From an optimization exercise on the open Yosys and OpenROAD flow, aimed at small area; shortcuts taken in it are not production practice. Only simulation tests tie the RTL to the original design; equivalence was not proved. Power figures rest on the tool's default switching activity, not on a simulated workload.

==> build 54: inputs <==
## cam_if_top
module cam_if_top (
    input  logic                   s_cam_clk_dft,
    input  logic                   rstn_i,
    input  logic                   cfg_valid_i,
    input  logic                   cfg_rwn_i,
    input  cam_cfg_pkg::cfg_addr_e cfg_addr_i,
    input  cam_cfg_pkg::cfg_word_t cfg_data_i,
    output cam_cfg_pkg::cfg_word_t cfg_data_o,
    output logic                   cfg_ready_o,
    input  cam_pix_pkg::pix_byte_t cam_data_i,
    input  logic                   cam_hsync_i,
    input  logic                   cam_vsync_i,
    output cam_pix_pkg::out_word_t data_o,
    output logic                   data_valid_o,
    input  logic                   data_ready_i,
    output logic                   frame_evt_o
);
clock: 8.0 ns
lec_check: 0
abc_area: 1
cap_margin: 20
core_margin: 2
core_utilization: 60
cts_cluster_diameter: 100
cts_cluster_size: 24
slew_margin: 20
standard.sh (not shown) runs the stock make flow with config.mk's settings and CLKGATE_MAP_FILE= SYNTH_SCRIPT=/design/flow/synth_recipe.tcl, a recipe that flattens the netlist after the stock synthesis.
==> flow/flow/run.sh <==
#!/bin/bash
set -euo pipefail
export BUFFER_PORTS_ARGS="-buffer_cell sky130_fd_sc_hd__buf_1"
export CTS_ARGS="-sink_clustering_enable -repair_clock_nets -dont_use_dummy_load -sink_clustering_size 24 -sink_clustering_max_diameter 100"
bash standard.sh > flow_make.log 2>&1
==> build 51 (differences from build 54) <==
--- a/flow/design.v
+++ b/flow/design.v
@@ -497,15 +497,53 @@
 wire t_449 = t_410 ^ t_412;
 wire t_447 = t_449 ^ t_377;
 wire t_448 = (t_410 & t_412) | (t_449 & t_377);
 wire t_452 = t_413 ^ t_375;
 wire t_450 = t_452 ^ t_378;
 wire t_451 = (t_413 & t_375) | (t_452 & t_378);
-wire [14:0] row_a = {t_451, t_448, t_445, t_442, t_439, t_436, t_433, t_430, t_427, t_424, t_421, t_418, t_416, t_415, t_81};
-wire [14:0] row_b = {1'b0, t_450, t_447, t_444, t_441, t_438, t_435, t_432, t_429, t_426, t_423, t_420, t_417, t_89, 1'b0};
-assign s_sum = (row_a + row_b);
+wire t_453 = t_415 ^ t_89;
+wire t_454 = t_415 & t_89;
+wire t_457 = t_416 ^ t_417;
+wire t_455 = t_457 ^ t_454;
+wire t_456 = (t_416 & t_417) | (t_457 & t_454);
+wire t_460 = t_418 ^ t_420;
+wire t_458 = t_460 ^ t_456;
+wire t_459 = (t_418 & t_420) | (t_460 & t_456);
+wire t_463 = t_421 ^ t_423;
+wire t_461 = t_463 ^ t_459;
+wire t_462 = (t_421 & t_423) | (t_463 & t_459);
+wire t_466 = t_424 ^ t_426;
+wire t_464 = t_466 ^ t_462;
+wire t_465 = (t_424 & t_426) | (t_466 & t_462);
+wire t_469 = t_427 ^ t_429;
+wire t_467 = t_469 ^ t_465;
+wire t_468 = (t_427 & t_429) | (t_469 & t_465);
+wire t_472 = t_430 ^ t_432;
+wire t_470 = t_472 ^ t_468;
+wire t_471 = (t_430 & t_432) | (t_472 & t_468);
+wire t_475 = t_433 ^ t_435;
+wire t_473 = t_475 ^ t_471;
+wire t_474 = (t_433 & t_435) | (t_475 & t_471);
+wire t_478 = t_436 ^ t_438;
+wire t_476 = t_478 ^ t_474;
+wire t_477 = (t_436 & t_438) | (t_478 & t_474);
+wire t_481 = t_439 ^ t_441;
+wire t_479 = t_481 ^ t_477;
+wire t_480 = (t_439 & t_441) | (t_481 & t_477);
+wire t_484 = t_442 ^ t_444;
+wire t_482 = t_484 ^ t_480;
+wire t_483 = (t_442 & t_444) | (t_484 & t_480);
+wire t_487 = t_445 ^ t_447;
+wire t_485 = t_487 ^ t_483;
+wire t_486 = (t_445 & t_447) | (t_487 & t_483);
+wire t_490 = t_448 ^ t_450;
+wire t_488 = t_490 ^ t_486;
+wire t_489 = (t_448 & t_450) | (t_490 & t_486);
+wire t_491 = t_451 ^ t_489;
+wire t_492 = t_451 & t_489;
+assign s_sum = {t_491, t_488, t_485, t_482, t_479, t_476, t_473, t_470, t_467, t_464, t_461, t_458, t_455, t_453, t_81};
 endmodule
 module cam_if_top (
     input  logic                   s_cam_clk_dft,
     input  logic                   rstn_i,
     input  logic                   cfg_valid_i,
     input  logic                   cfg_rwn_i,
@@ -645,54 +683,57 @@
     cam_ge16 i_col_le (.a(r_ur[15:0]),  .b(r_col),       .ge(s_col_le));
     assign s_in_window = !r_glob[7] || (s_row_ge && s_row_le && s_col_ge && s_col_le);
     assign s_pair_valid = s_second && (r_framecnt == '0) && s_in_window;
     logic [14:0] r_px;
     logic        r_rgbv, r_bypv, r_filtv, r_wv;
     logic [7:0]  s_m, s_l;
-    logic [2:0]  s_f;         
+    logic [1:0]  s_f;
     logic [4:0]  s_r5, s_b5;
     logic [5:0]  s_g6;
     logic [14:0] s_sum;
     logic [16:0] s_full_sum;
     logic [15:0] s_filt_word, s_byp_word, s_wdata;
     logic [3:0]  s_shift;
     assign s_m = r_data_msb;
     assign s_l = r_px[7:0];
-    assign s_f = r_px[10:8];
+    assign s_f = r_px[9:8];
     always_comb begin
         s_r5 = '0;
         s_g6 = '0;
         s_b5 = '0;
-        if (s_f[0]) begin
-            s_r5 = s_m[7:3];
-            s_g6 = {s_m[2:0], s_l[7:5]};
-            s_b5 = s_l[4:0];
-        end
-        if (s_f[1]) begin
-            s_r5 = s_m[6:2];
-            s_g6 = {s_m[1:0], s_l[7:5], 1'b0};
-            s_b5 = s_l[4:0];
-        end
-        if (s_f[2]) begin
-            s_r5 = {s_m[3:0], 1'b0};
-            s_g6 = {s_l[7:4], 2'b00};
-            s_b5 = {s_l[3:0], 1'b0};
-        end
+        case (s_f)
+            2'd0: begin
+                s_r5 = s_m[7:3];
+                s_g6 = {s_m[2:0], s_l[7:5]};
+                s_b5 = s_l[4:0];
+            end
+            2'd1: begin
+                s_r5 = s_m[6:2];
+                s_g6 = {s_m[1:0], s_l[7:5], 1'b0};
+                s_b5 = s_l[4:0];
+            end
+            2'd2: begin
+                s_r5 = {s_m[3:0], 1'b0};
+                s_g6 = {s_l[7:4], 2'b00};
+                s_b5 = {s_l[3:0], 1'b0};
+            end
+            default: ;
+        endcase
     end
     cam_filt_sum i_filt_sum (
         .s_r5  ( s_r5            ),
         .s_b5  ( s_b5            ),
         .s_g6  ( s_g6            ),
         .cr    ( r_filter[23:16] ),
         .cg    ( r_filter[15:8]  ),
         .cb    ( r_filter[7:0]   ),
         .s_sum ( s_sum           )
     );
     always_ff @(posedge s_cam_clk_dft) begin
         if (s_pair_valid)
-            r_px <= {4'b0, r_glob[9:8] == 2'd2, r_glob[9:8] == 2'd1, r_glob[9:8] == 2'd0, cam_data_i};
+            r_px <= {5'b0, r_glob[9:8], cam_data_i};
         else
             r_px <= s_sum;
     end
     always_ff @(posedge s_cam_clk_dft or negedge rstn_i) begin
         if (!rstn_i) begin
             r_rgbv  <= 1'b0;
@@ -706,13 +747,13 @@
             r_wv    <= r_filtv | r_bypv;
         end
     end
     assign s_shift     = r_glob[14:11];
     assign s_full_sum  = {r_px, 2'b00};
     assign s_filt_word = (s_shift > 4'd9) ? s_full_sum[15:0] : 16'(s_full_sum >> s_shift);
-    assign s_byp_word  = s_f[1] ? {s_l, s_m} : {s_m, s_l};
+    assign s_byp_word  = (s_f == 2'd1) ? {s_l, s_m} : {s_m, s_l};
     assign s_wdata     = r_filtv ? s_filt_word : s_byp_word;
     logic [15:0] mem [4];
     logic [1:0]  r_wr_ptr, r_rd_ptr;
     logic [2:0]  r_count;
     logic        s_full, s_push, s_pop;
     logic [1:0]  s_wr_ptr_n;
==> flow/run.sh (new file) <==
#!/bin/bash
# synth_recipe.tcl (not shown) runs the flow's synth.tcl, then flattens the netlist and writes it again
# the make line also repeats each setting of config.mk as NAME=value (left out here)
make -C /OpenROAD-flow-scripts/flow DESIGN_CONFIG=/design/flow/config.mk WORK_HOME=/design/flow/orfs CLKGATE_MAP_FILE= SYNTH_SCRIPT=/design/flow/synth_recipe.tcl finish
- CAP_MARGIN: 20 -> 0
- GPL_TIMING_DRIVEN: default -> 0
- SLEW_MARGIN: 20 -> 0
removed: flow/flow/run.sh
removed: flow/standard.sh
==> build 71 (differences from build 54) <==
--- a/flow/design.v
+++ b/flow/design.v
@@ -497,15 +497,53 @@
 wire t_449 = t_410 ^ t_412;
 wire t_447 = t_449 ^ t_377;
 wire t_448 = (t_410 & t_412) | (t_449 & t_377);
 wire t_452 = t_413 ^ t_375;
 wire t_450 = t_452 ^ t_378;
 wire t_451 = (t_413 & t_375) | (t_452 & t_378);
-wire [14:0] row_a = {t_451, t_448, t_445, t_442, t_439, t_436, t_433, t_430, t_427, t_424, t_421, t_418, t_416, t_415, t_81};
-wire [14:0] row_b = {1'b0, t_450, t_447, t_444, t_441, t_438, t_435, t_432, t_429, t_426, t_423, t_420, t_417, t_89, 1'b0};
-assign s_sum = (row_a + row_b);
+wire t_453 = t_415 ^ t_89;
+wire t_454 = t_415 & t_89;
+wire t_457 = t_416 ^ t_417;
+wire t_455 = t_457 ^ t_454;
+wire t_456 = (t_416 & t_417) | (t_457 & t_454);
+wire t_460 = t_418 ^ t_420;
+wire t_458 = t_460 ^ t_456;
+wire t_459 = (t_418 & t_420) | (t_460 & t_456);
+wire t_463 = t_421 ^ t_423;
+wire t_461 = t_463 ^ t_459;
+wire t_462 = (t_421 & t_423) | (t_463 & t_459);
+wire t_466 = t_424 ^ t_426;
+wire t_464 = t_466 ^ t_462;
+wire t_465 = (t_424 & t_426) | (t_466 & t_462);
+wire t_469 = t_427 ^ t_429;
+wire t_467 = t_469 ^ t_465;
+wire t_468 = (t_427 & t_429) | (t_469 & t_465);
+wire t_472 = t_430 ^ t_432;
+wire t_470 = t_472 ^ t_468;
+wire t_471 = (t_430 & t_432) | (t_472 & t_468);
+wire t_475 = t_433 ^ t_435;
+wire t_473 = t_475 ^ t_471;
+wire t_474 = (t_433 & t_435) | (t_475 & t_471);
+wire t_478 = t_436 ^ t_438;
+wire t_476 = t_478 ^ t_474;
+wire t_477 = (t_436 & t_438) | (t_478 & t_474);
+wire t_481 = t_439 ^ t_441;
+wire t_479 = t_481 ^ t_477;
+wire t_480 = (t_439 & t_441) | (t_481 & t_477);
+wire t_484 = t_442 ^ t_444;
+wire t_482 = t_484 ^ t_480;
+wire t_483 = (t_442 & t_444) | (t_484 & t_480);
+wire t_487 = t_445 ^ t_447;
+wire t_485 = t_487 ^ t_483;
+wire t_486 = (t_445 & t_447) | (t_487 & t_483);
+wire t_490 = t_448 ^ t_450;
+wire t_488 = t_490 ^ t_486;
+wire t_489 = (t_448 & t_450) | (t_490 & t_486);
+wire t_491 = t_451 ^ t_489;
+wire t_492 = t_451 & t_489;
+assign s_sum = {t_491, t_488, t_485, t_482, t_479, t_476, t_473, t_470, t_467, t_464, t_461, t_458, t_455, t_453, t_81};
 endmodule
 module cam_if_top (
     input  logic                   s_cam_clk_dft,
     input  logic                   rstn_i,
     input  logic                   cfg_valid_i,
     input  logic                   cfg_rwn_i,
@@ -645,54 +683,57 @@
     cam_ge16 i_col_le (.a(r_ur[15:0]),  .b(r_col),       .ge(s_col_le));
     assign s_in_window = !r_glob[7] || (s_row_ge && s_row_le && s_col_ge && s_col_le);
     assign s_pair_valid = s_second && (r_framecnt == '0) && s_in_window;
     logic [14:0] r_px;
     logic        r_rgbv, r_bypv, r_filtv, r_wv;
     logic [7:0]  s_m, s_l;
-    logic [2:0]  s_f;         
+    logic [1:0]  s_f;
     logic [4:0]  s_r5, s_b5;
     logic [5:0]  s_g6;
     logic [14:0] s_sum;
     logic [16:0] s_full_sum;
     logic [15:0] s_filt_word, s_byp_word, s_wdata;
     logic [3:0]  s_shift;
     assign s_m = r_data_msb;
     assign s_l = r_px[7:0];
-    assign s_f = r_px[10:8];
+    assign s_f = r_px[9:8];
     always_comb begin
         s_r5 = '0;
         s_g6 = '0;
         s_b5 = '0;
-        if (s_f[0]) begin
-            s_r5 = s_m[7:3];
-            s_g6 = {s_m[2:0], s_l[7:5]};
-            s_b5 = s_l[4:0];
-        end
-        if (s_f[1]) begin
-            s_r5 = s_m[6:2];
-            s_g6 = {s_m[1:0], s_l[7:5], 1'b0};
-            s_b5 = s_l[4:0];
-        end
-        if (s_f[2]) begin
-            s_r5 = {s_m[3:0], 1'b0};
-            s_g6 = {s_l[7:4], 2'b00};
-            s_b5 = {s_l[3:0], 1'b0};
-        end
+        case (s_f)
+            2'd0: begin
+                s_r5 = s_m[7:3];
+                s_g6 = {s_m[2:0], s_l[7:5]};
+                s_b5 = s_l[4:0];
+            end
+            2'd1: begin
+                s_r5 = s_m[6:2];
+                s_g6 = {s_m[1:0], s_l[7:5], 1'b0};
+                s_b5 = s_l[4:0];
+            end
+            2'd2: begin
+                s_r5 = {s_m[3:0], 1'b0};
+                s_g6 = {s_l[7:4], 2'b00};
+                s_b5 = {s_l[3:0], 1'b0};
+            end
+            default: ;
+        endcase
     end
     cam_filt_sum i_filt_sum (
         .s_r5  ( s_r5            ),
         .s_b5  ( s_b5            ),
         .s_g6  ( s_g6            ),
         .cr    ( r_filter[23:16] ),
         .cg    ( r_filter[15:8]  ),
         .cb    ( r_filter[7:0]   ),
         .s_sum ( s_sum           )
     );
     always_ff @(posedge s_cam_clk_dft) begin
         if (s_pair_valid)
-            r_px <= {4'b0, r_glob[9:8] == 2'd2, r_glob[9:8] == 2'd1, r_glob[9:8] == 2'd0, cam_data_i};
+            r_px <= {5'b0, r_glob[9:8], cam_data_i};
         else
             r_px <= s_sum;
     end
     always_ff @(posedge s_cam_clk_dft or negedge rstn_i) begin
         if (!rstn_i) begin
             r_rgbv  <= 1'b0;
@@ -706,13 +747,13 @@
             r_wv    <= r_filtv | r_bypv;
         end
     end
     assign s_shift     = r_glob[14:11];
     assign s_full_sum  = {r_px, 2'b00};
     assign s_filt_word = (s_shift > 4'd9) ? s_full_sum[15:0] : 16'(s_full_sum >> s_shift);
-    assign s_byp_word  = s_f[1] ? {s_l, s_m} : {s_m, s_l};
+    assign s_byp_word  = (s_f == 2'd1) ? {s_l, s_m} : {s_m, s_l};
     assign s_wdata     = r_filtv ? s_filt_word : s_byp_word;
     logic [15:0] mem [4];
     logic [1:0]  r_wr_ptr, r_rd_ptr;
     logic [2:0]  r_count;
     logic        s_full, s_push, s_pop;
     logic [1:0]  s_wr_ptr_n;
==> flow/run.sh (new file) <==
#!/bin/bash
# synth_recipe.tcl (not shown) runs the flow's synth.tcl, then flattens the netlist and writes it again
# the make line also repeats each setting of config.mk as NAME=value (left out here)
make -C /OpenROAD-flow-scripts/flow DESIGN_CONFIG=/design/flow/config.mk WORK_HOME=/design/flow/orfs CLKGATE_MAP_FILE= SYNTH_SCRIPT=/design/flow/synth_recipe.tcl finish
removed: flow/flow/run.sh
removed: flow/standard.sh
==> run summary <==
Build 51 passed the timing, DRC and antenna checks. Build 71 ran to the end with no violations. Build 54 completed without violations. Fmax, lowest first: build 51, build 71, build 54. Between build 51 and build 54, the lower sequential power is in build 54 (gap about 2%, measured against build 54). Critical path depth is the same in build 51 and build 71. Against build 71, the hold slack of build 54 is better by 0.014 ns. The lowest via count belongs to build 71, the highest to build 51.
==> figures <==
Via count of the routed design: build 51 17661; build 54 17065; build 71 16921
Routed met1 length: build 51 23.86 mm; build 54 23.80 mm; build 71 23.72 mm
Worst hold margin: build 51 0.3566 ns; build 54 0.3701 ns; build 71 0.3563 ns
Sequential cell area fraction in the yosys report: build 51 0.4256; build 54 0.4236; build 71 0.4256
Layout inverter count without the clock tree: build 51 455; build 54 401; build 71 455
Critical path required time: build 51 8.44 ns; build 54 8.35 ns; build 71 8.38 ns
Final cycle utilization of the critical path: build 51 0.9813; build 54 0.8751; build 71 0.9703
Crit. path cell count: build 51 28; build 54 23; build 71 28
Starting Density: build 51 0.6077; build 54 0.6090; build 71 0.6077
Worst setup skew after layout: build 51 0.01920 ns; build 54 0.04782 ns; build 71 0.04439 ns
Status: build 51 timing/DRC/antenna clean; build 54 timing/DRC/antenna clean; build 71 timing/DRC/antenna clean
Area of the die: build 51 0.03434 mm^2; build 54 0.03450 mm^2; build 71 0.03434 mm^2

[port drivers added, routing unchanged]
No port has a modelled driver above. Below, the same layouts with a new extraction and two added sets of constraints.
Step 1 (the two cells are an assumption about what drives the block):
set clk [get_ports {s_cam_clk_dft}]
set_driving_cell -lib_cell sky130_fd_sc_hd__clkbuf_16 $clk
set_driving_cell -lib_cell sky130_fd_sc_hd__buf_2 [delete_from_list [all_inputs] $clk]
Step 2 adds t to the input delays and takes it off the output delays; t is the mean of the earliest and latest rising clock arrival at the registers after step 1. Input paths then give back, and output paths get back, about the clock's delay inside the block.
a / b / c = ideal / step 1 / step 2; a / b = the first two.
run	shift t [ns]	setup WS [ns]	latest minus earliest clock arrival (ns)
build 54	0.559	0.999 / 0.999 / 0.999	0.070 / 0.071
build 51	0.566	0.150 / 0.150 / 0.150	0.020 / 0.020
build 71	0.587	0.238 / 0.238 / 0.238	0.044 / 0.045
After both steps every run listed still meets setup and hold.
